From an optimization exercise on the open Yosys and OpenROAD flow, aimed at small area, a short achievable clock period and few clock cycles per item; shortcuts taken in it are not production practice. In this exercise RTL edits were held to simulation tests only and were not proved equivalent to the original. No activity file was given, so power comes from the tool's default toggle rates.

## design/flow/config.mk

```make
export PLATFORM = sky130hd
export DESIGN_NAME = deque_search
export DESIGN_NICKNAME = deque_search
export VERILOG_FILES = /design/flow/design.v
export SDC_FILE = /design/flow/constraint.sdc
export NUM_CORES = 4
export LEC_CHECK = 0
export CAP_MARGIN = 20
export CORE_MARGIN = 2
export CORE_UTILIZATION = 55
export CTS_CLUSTER_DIAMETER = 100
export CTS_CLUSTER_SIZE = 24
export SETUP_SLACK_MARGIN = 2.6
export SLEW_MARGIN = 20
```

## design/flow/constraint.sdc

```tcl
create_clock -name core_clock -period 5.0 [get_ports {clk}]
set_input_delay 1.0000 -clock core_clock [delete_from_list [all_inputs] [get_ports {clk}]]
set_output_delay 1.0000 -clock core_clock [all_outputs]
set_load 0.01 [all_outputs]
```

## design/flow/design.v

```verilog
`timescale 1ns / 1ps
package dqvs_pkg;
  localparam int DEPTH_DEF = 64;
  localparam int COUNT_W   = 7;
  localparam logic [2:0] CMD_PUSH_BACK  = 3'd0;
  localparam logic [2:0] CMD_PUSH_FRONT = 3'd1;
  localparam logic [2:0] CMD_POP_FRONT  = 3'd2;
  localparam logic [2:0] CMD_POP_BACK   = 3'd3;
  localparam logic [2:0] CMD_SEARCH     = 3'd4;
  localparam logic [1:0] ST_OK       = 2'd0;
  localparam logic [1:0] ST_EMPTY    = 2'd1;
  localparam logic [1:0] ST_FULL     = 2'd2;
  localparam logic [1:0] ST_NOTFOUND = 2'd3;
  typedef enum logic {
    S_IDLE,
    S_SEARCH
  } state_t;
  typedef struct packed {
    logic [2:0]         cmd;
    logic signed [31:0] value;
  } in_t;
  typedef struct packed {
    logic [1:0]           status;
    logic signed [31:0]   found_value;
    logic [COUNT_W-1:0]   count;
  } out_t;
endpackage
`timescale 1ns / 1ps
module dqvs_mem #(
  parameter int DEPTH = dqvs_pkg::DEPTH_DEF
) (
  input  logic             clk,
  input  logic [DEPTH-1:0] we,
  input  logic [31:0]      wdata,
  input  logic [31:0]      key,
  output logic [DEPTH-1:0] eq
);
  logic [31:0] mem_r [DEPTH];
  for (genvar i = 0; i < DEPTH; i++) begin : g_ent
    always_ff @(posedge clk) begin
      if (we[i]) begin
        mem_r[i] <= wdata;
      end
    end
    assign eq[i] = (mem_r[i] == key);
  end
endmodule
`timescale 1ns / 1ps
module dqvs_ctrl #(
  parameter int DEPTH = dqvs_pkg::DEPTH_DEF
) (
  input  logic             clk,
  input  logic             rst_n,
  input  logic             start,
  output logic             busy,
  input  dqvs_pkg::in_t    in_data,
  output logic             out_valid,
  output dqvs_pkg::out_t   out_data,
  output logic [DEPTH-1:0] we,
  output logic [31:0]      key,
  input  logic [DEPTH-1:0] eq
);
  localparam int CNT_W = $clog2(DEPTH + 1);
  localparam logic [CNT_W-1:0] FULL_CNT = CNT_W'(DEPTH);
  logic [7:0]        fhi_r, flo_r;   
  logic [7:0]        bhi_r, blo_r;   
  logic [CNT_W-1:0]  cnt_r;
  logic              full_r, empty_r;
  logic [DEPTH-1:0]  held_r;
  logic              v1_r, srch1_r;
  logic [1:0]        st1_r;
  logic [CNT_W-1:0]  cnt1_r;
  logic [31:0]       key1_r;
  logic              v2_r, srch2_r;
  logic [1:0]        st2_r;
  logic [CNT_W-1:0]  cnt2_r;
  logic [31:0]       key2_r;
  logic [DEPTH/2-1:0] match2_r;   
  logic              out_valid_r;
  dqvs_pkg::out_t    out_r;
  logic [DEPTH-1:0]  clr_held;
  logic              push_b, push_f, pop_f, pop_b, push, pop;
  logic [1:0]        st;
  logic [CNT_W-1:0]  cnt_nxt;
  logic              found;
  assign push_b = start && (in_data.cmd == dqvs_pkg::CMD_PUSH_BACK)  && !full_r;
  assign push_f = start && (in_data.cmd == dqvs_pkg::CMD_PUSH_FRONT) && !full_r;
  assign pop_f  = start && (in_data.cmd == dqvs_pkg::CMD_POP_FRONT)  && !empty_r;
  assign pop_b  = start && (in_data.cmd == dqvs_pkg::CMD_POP_BACK)   && !empty_r;
  assign push   = push_b || push_f;
  assign pop    = pop_f || pop_b;
  always_comb begin
    st = dqvs_pkg::ST_OK;
    if ((in_data.cmd[2:1] == 2'b00) && full_r)  st = dqvs_pkg::ST_FULL;
    if ((in_data.cmd[2:1] == 2'b01) && empty_r) st = dqvs_pkg::ST_EMPTY;
  end
  for (genvar i = 0; i < DEPTH; i++) begin : g_ent
    localparam int NX = (i + 1) % DEPTH;
    assign we[i]       = (push_b && bhi_r[i/8] && blo_r[i%8]) ||
                         (push_f && fhi_r[NX/8] && flo_r[NX%8]);
    assign clr_held[i] = (pop_f && fhi_r[i/8] && flo_r[i%8]) ||
                         (pop_b && bhi_r[NX/8] && blo_r[NX%8]);
  end
  always_comb begin
    cnt_nxt = cnt_r;
    if (push) cnt_nxt = cnt_r + CNT_W'(1);
    else if (pop) cnt_nxt = cnt_r - CNT_W'(1);
  end
  always_ff @(posedge clk) begin
    if (!rst_n) begin
      fhi_r   <= 8'd1;
      flo_r   <= 8'd1;
      bhi_r   <= 8'd1;
      blo_r   <= 8'd1;
      cnt_r   <= '0;
      full_r  <= 1'b0;
      empty_r <= 1'b1;
      held_r  <= '0;
    end else begin
      if (push_b) begin
        blo_r <= {blo_r[6:0], blo_r[7]};
        if (blo_r[7]) bhi_r <= {bhi_r[6:0], bhi_r[7]};
      end
      if (pop_b) begin
        blo_r <= {blo_r[0], blo_r[7:1]};
        if (blo_r[0]) bhi_r <= {bhi_r[0], bhi_r[7:1]};
      end
      if (pop_f) begin
        flo_r <= {flo_r[6:0], flo_r[7]};
        if (flo_r[7]) fhi_r <= {fhi_r[6:0], fhi_r[7]};
      end
      if (push_f) begin
        flo_r <= {flo_r[0], flo_r[7:1]};
        if (flo_r[0]) fhi_r <= {fhi_r[0], fhi_r[7:1]};
      end
      cnt_r   <= cnt_nxt;
      full_r  <= (cnt_nxt == FULL_CNT);
      empty_r <= (cnt_nxt == '0);
      held_r  <= (held_r | we) & ~clr_held;
    end
  end
  always_ff @(posedge clk) begin
    if (!rst_n) begin
      v1_r <= 1'b0;
    end else begin
      v1_r <= start;
    end
  end
  always_ff @(posedge clk) begin
    srch1_r <= (in_data.cmd == dqvs_pkg::CMD_SEARCH);
    st1_r   <= st;
    cnt1_r  <= cnt_nxt;
    key1_r  <= in_data.value;
  end
  always_ff @(posedge clk) begin
    if (!rst_n) begin
      v2_r <= 1'b0;
    end else begin
      v2_r <= v1_r;
    end
  end
  always_ff @(posedge clk) begin
    srch2_r <= srch1_r;
    st2_r   <= st1_r;
    cnt2_r  <= cnt1_r;
    key2_r  <= key1_r;
    for (int k = 0; k < DEPTH / 2; k++) begin
      match2_r[k] <= (eq[2*k] && held_r[2*k]) || (eq[2*k+1] && held_r[2*k+1]);
    end
  end
  assign found = |match2_r;
  always_ff @(posedge clk) begin
    if (!rst_n) begin
      out_valid_r <= 1'b0;
    end else begin
      out_valid_r <= v2_r;
    end
  end
  always_ff @(posedge clk) begin
    out_r.count <= cnt2_r;
    if (srch2_r) begin
      out_r.status      <= found ? dqvs_pkg::ST_OK : dqvs_pkg::ST_NOTFOUND;
      out_r.found_value <= found ? key2_r : '0;
    end else begin
      out_r.status      <= st2_r;
      out_r.found_value <= '0;
    end
  end
  assign key       = key1_r;
  assign busy      = 1'b0;
  assign out_valid = out_valid_r;
  assign out_data  = out_r;
endmodule
`timescale 1ns / 1ps
module deque_with_value_search #(
  parameter int DEPTH = dqvs_pkg::DEPTH_DEF
) (
  input  logic           clk,
  input  logic           rst_n,
  input  logic           start,
  output logic           busy,
  input  dqvs_pkg::in_t  in_data,
  output logic           out_valid,
  output dqvs_pkg::out_t out_data
);
  logic [DEPTH-1:0] we, eq;
  logic [31:0]      key;
  dqvs_ctrl #(
    .DEPTH(DEPTH)
  ) u_ctrl (
    .clk       (clk),
    .rst_n     (rst_n),
    .start     (start),
    .busy      (busy),
    .in_data   (in_data),
    .out_valid (out_valid),
    .out_data  (out_data),
    .we        (we),
    .key       (key),
    .eq        (eq)
  );
  dqvs_mem #(
    .DEPTH(DEPTH)
  ) u_mem (
    .clk   (clk),
    .we    (we),
    .wdata (in_data.value),
    .key   (key),
    .eq    (eq)
  );
endmodule
`timescale 1ns / 1ps
module deque_search (
  input  logic        clk,
  input  logic        rst_n,
  input  logic        start,
  output logic        busy,
  input  logic [2:0]  in_cmd,
  input  logic [31:0] in_value,
  output logic        out_valid,
  output logic [1:0]  out_status,
  output logic [31:0] out_found_value,
  output logic [6:0]  out_count
);
  dqvs_pkg::in_t  in_data;
  dqvs_pkg::out_t out_data;
  assign in_data.cmd   = in_cmd;
  assign in_data.value = in_value;
  deque_with_value_search #(
    .DEPTH(dqvs_pkg::DEPTH_DEF)
  ) u_deque (
    .clk       (clk),
    .rst_n     (rst_n),
    .start     (start),
    .busy      (busy),
    .in_data   (in_data),
    .out_valid (out_valid),
    .out_data  (out_data)
  );
  assign out_status      = out_data.status;
  assign out_found_value = out_data.found_value;
  assign out_count       = out_data.count;
endmodule
```

## design/flow/run.sh

```bash
#!/bin/bash
# synth_recipe.tcl (not shown) runs the flow's synth.tcl, then flattens the netlist and writes it again
# the make line also repeats each setting of config.mk as NAME=value (left out here)
make -C /OpenROAD-flow-scripts/flow DESIGN_CONFIG=/design/flow/config.mk WORK_HOME=/design/flow/orfs CLKGATE_MAP_FILE= SYNTH_SCRIPT=/design/flow/synth_recipe.tcl finish
```

==> impl_metrics.yaml <==
run_status:
  outcome: "no timing/DRC/antenna violations"
clock_network:
  clk-insertion-delay-late_ns: 0.80
  clock_input_transition_at_the_sequential_cells_of_the_worst_setup_and_hold_paths_ns: 0.09
  cts_hold_buf: 0
  cts-root-to-sink-buffers: 3
  clock_sink_count: 2313
  ctsRootBufferMaster: "clkbuf_16"
  tritoncts: "done"
  htreeDepth: 3
  cts_inserted_buffers: 106
floorplan:
  coreArea_um2: 171200
  rows: 152
  start_util_pct: 55.20
  die_area_um2: 175100
  die_h_um: 418.5
  io-pin-count: 81
  die-width_um: 418.5
yosys:
  syn_area_per_cell_um2: 15.58
  yosysWarnings: 3
  synthesis.nets: 6104
  mappedNetlistArea_um2: 94480
  synthDistinctLibCells: 66
  synthFlopType: "edfxtp_1"
  ys_async_sr_fraction_pct: 0
  synthesis.instances: 6064
  synth_seq_cells: 2313
  number_of_synthesized_flops_with_an_enable_pin: 2048
  synth_sequential_area_ratio_pct: 70.70
detailed_routing:
  drt.antenna.violating_nets: 0
  wl_per_cell_um: 41.30
  drt-vias-per-instance: 6.699
  drt-pass1-iter-count: 5
  total_detailed_routing_wirelength_um: 359600
  first_iter_violations: 10470
  route.detailed.drc: 0
  via_count: 58320
finish:
  syn2layout_area_growth_pct: 12.60
  drive_above_1_share_pct: 12.74
  layout.nets: 6410
  utilization_pct: 62.15
placement:
  place_congestion: 0.8507
  hpwl_um: 179100
  place.port_buffers: 79
worst_setup_path:
  timing.critical_path.to_type: "register"
  worst_r2r_startpoint: "u_deque.u_ctrl.flo_r[3]"
  crit_start: "u_deque.u_ctrl.flo_r[3]"
  crit_fanout: 25
  timing.setup.critical_path_class: "register to register"
  cp-start-kind: "register"
  required_ns: 5.48
  crit_path_arrival_time_ns: 2.92
sta:
  clock.fmax_mhz: 408.9
  timing.clock.skew_ns: 0.03157
  slew_viol_final: 0
  grt_setup_unrepaired: "yes"
  post-route-min-period_ns: 2.446
  setup_violations: 0
  worstMarginPinSlew_ns: 1.252
  final_hold_viol_count: 0
  layout_worst_path_cycle_share_pct: 48.91
  timing.max_slew.rel_slack_pct: 16.51
  setup_total_negative_slack_ns: 0
global_routing:
  grtUsageTotal_pct: 40.51
  grt_pass1_wl_um: 473400
  overflow: 0
  antenna_found_initial: 32
  grt_pass1_vias: 52960
  grt_max_degree: 96
power_and_ir_drop:
  leakagePower_nw: 33.61
  ir_drop_uv: 334.5
  cellPowerDensity_nw_per_um2: 324.6
job:
  maxCapViolations: 0
hold_path:
  timing.hold.worst.class: "register to register"
  worst_hold_startpoint: "u_deque.u_ctrl.cnt2_r[1]"
[metal layers]
| layer | track usage [%] | vias up | wire, um |
|---|---|---|---|
| li1 | - | 22910 | - |
| met1 | 56.74 | 30490 | 135300 |
| met2 | 62.19 | 4180 | 161400 |
| met3 | 7.865 | 745 | 44290 |
| met4 | 17.33 | 6 | 18620 |
| met5 | 0 | - | 44 |
[power by group]
group | internal, W | switching, W
Combinational | 0.000869 | 0.00220
Clock | 0.00422 | 0.00607
Sequential | 0.0210 | 0.000124
Total | 0.0261 | 0.00840
[critical path: stages (launching register included)]
cell	delay (ns)
dfxtp_2	1.12
nand3_1	0.28
a21oi_4	0.41
buf_6	0.30
[final cells by class]
cell class / count / area [um^2]
Antenna cell: 13 / 32.53
Clock buffer: 197 / 3100
Clock inverter: 2 / 25.02
Fill cell: 12580 / 64780
Inverter: 22 / 82.58
Multi-Input combinational cell: 3433 / 27780
Sequential cell: 2313 / 66950
Tap cell: 2233 / 2794
Timing Repair Buffer: 494 / 5618
[worst paths after layout]
kind                                  to  slack [ns]  depth (start not counted)
min              u_deque.u_ctrl.out_r[1]        0.33                          0
max          u_deque.u_mem.mem_r[10][16]        2.55                          3
max reg2reg  u_deque.u_mem.mem_r[10][16]        2.55                          3
min reg2reg      u_deque.u_ctrl.out_r[1]        0.33                          0
[what timing repair did]
action | 4_1_cts | 5_1_grt
pin swaps | 14 | 6
setup endpoints to repair | 2232 | 742
resized for setup | 191 | 68
buffers inserted | 146 | 21
gates cloned | 52 | 4
[kinds of logic after synthesis]
logic type | share of synthesized area (%)
flops | 70.70
mux | 0.1059
compound gates | 2.421
xor+xnor | 18.81
other cells | 0.003969
buf+inv | 1.598
simple gates | 6.332
fa+ha+maj | 0.02648
[sequential cells by signal, indices dropped and copies added (netlist names)]
signal	count
u_deque.u_ctrl.held_r	64
u_deque.u_ctrl.out_r	41
u_deque.u_ctrl.flo_r	8
u_deque.u_ctrl.st1_r	2
u_deque.u_ctrl.match2_r	32
u_deque.u_ctrl.blo_r	8
u_deque.u_ctrl.cnt1_r	7
u_deque.u_ctrl.st2_r	2
u_deque.u_ctrl.bhi_r	8
u_deque.u_ctrl.cnt_r	7
u_deque.u_mem.mem_r	2048
u_deque.u_ctrl.srch2_r	1
u_deque.u_ctrl.v1_r	1
u_deque.u_ctrl.out_valid_r	1
u_deque.u_ctrl.cnt2_r	7
u_deque.u_ctrl.fhi_r	8
u_deque.u_ctrl.empty_r	1
u_deque.u_ctrl.key1_r	32
u_deque.u_ctrl.v2_r	1
u_deque.u_ctrl.full_r	1
u_deque.u_ctrl.srch1_r	1
u_deque.u_ctrl.key2_r	32
[metrics by stage]
stage | std cells | total power (W) | hold slack, ns | instance area, um^2 | worst slack, ns
2_1_floorplan | 6064 | 0.02270 | 0.3096 | 95180 | 2.117
3_3_place_gp | 8272 | 0.02427 | 0.3102 | 99830 | 1.018
3_5_place_dp | 8272 | 0.02428 | 0.3132 | 99840 | 0.9859
4_1_cts | 8669 | 0.03442 | 0.3364 | 105800 | 2.410
5_1_grt | 8694 | 0.03517 | 0.3402 | 106400 | 2.544
6_report | 8707 | 0.03453 | 0.3342 | 106400 | 2.554
[layout by cell type (no fill, tap or decap), types with 45 or more instances in the layout]
cell / Yosys / layout
clkbuf_16: 0 / 115
nor4_1: 260 / 245
xor2_1: 930 / 930
nor3_1: 59 / 59
xnor2_1: 1099 / 1099
buf_12: 1 / 97
buf_4: 1 / 285
nand2_1: 90 / 90
and2_1: 48 / 45
nand4_1: 322 / 322
clkbuf_1: 161 / 86
a22o_4: 1 / 48
dfxtp_1: 265 / 212
edfxtp_1: 2048 / 2048
nor2_1: 75 / 60
nand3_1: 109 / 109
[synth_stat cells (15+ instances only)]
cell type | number | area [um^2]
xor2_1 | 930 | 8145
o211a_1 | 16 | 160.2
a22o_1 | 15 | 131.4
nor4_1 | 260 | 1627
nor3_1 | 59 | 295.3
buf_1 | 86 | 322.8
a21oi_1 | 69 | 345.3
nand3b_1 | 35 | 262.8
nand4_1 | 322 | 2014
edfxtp_1 | 2048 | 61500
o21ai_0 | 31 | 155.2
and2_1 | 48 | 300.3
nand2_1 | 90 | 337.8
xnor2_1 | 1099 | 9625
nor2_1 | 75 | 281.5
o22ai_1 | 35 | 219.0
clkbuf_1 | 161 | 604.3
inv_1 | 22 | 82.58
o221a_2 | 42 | 473.0
dfxtp_1 | 265 | 5305
buf_2 | 90 | 450.4
nand3_1 | 109 | 545.5
a31oi_1 | 35 | 219.0
Testbench counts, summed over its fixed seeds: cycles 12,024, commands 12,000.

-- re-timing with driven ports --
The results above use ideal ports. As a check the final layout listed here was re-extracted and re-timed, cells and wires unchanged.
Step 1 (the two cells are an assumption about what drives the block):
set clk [get_ports {clk}]
set_driving_cell -lib_cell sky130_fd_sc_hd__clkbuf_16 $clk
set_driving_cell -lib_cell sky130_fd_sc_hd__buf_2 [delete_from_list [all_inputs] $clk]
Step 2 moves the port delays by t, midway between the first and last clock arrival at a register: inputs arrive t later, outputs are due t later. That takes back most of the time a late clock gives input paths.
a / b / c = ideal / step 1 / step 2; a / b = the first two.
t (ns): 0.880
setup WS [ns]: 2.554 / 2.552 / 1.768
worst setup path after step 2: input to register
After both steps setup and hold are still met in this run. For this run, drivers alone change the setup slack by -0.002 ns; drivers and shift together by -0.786 ns.
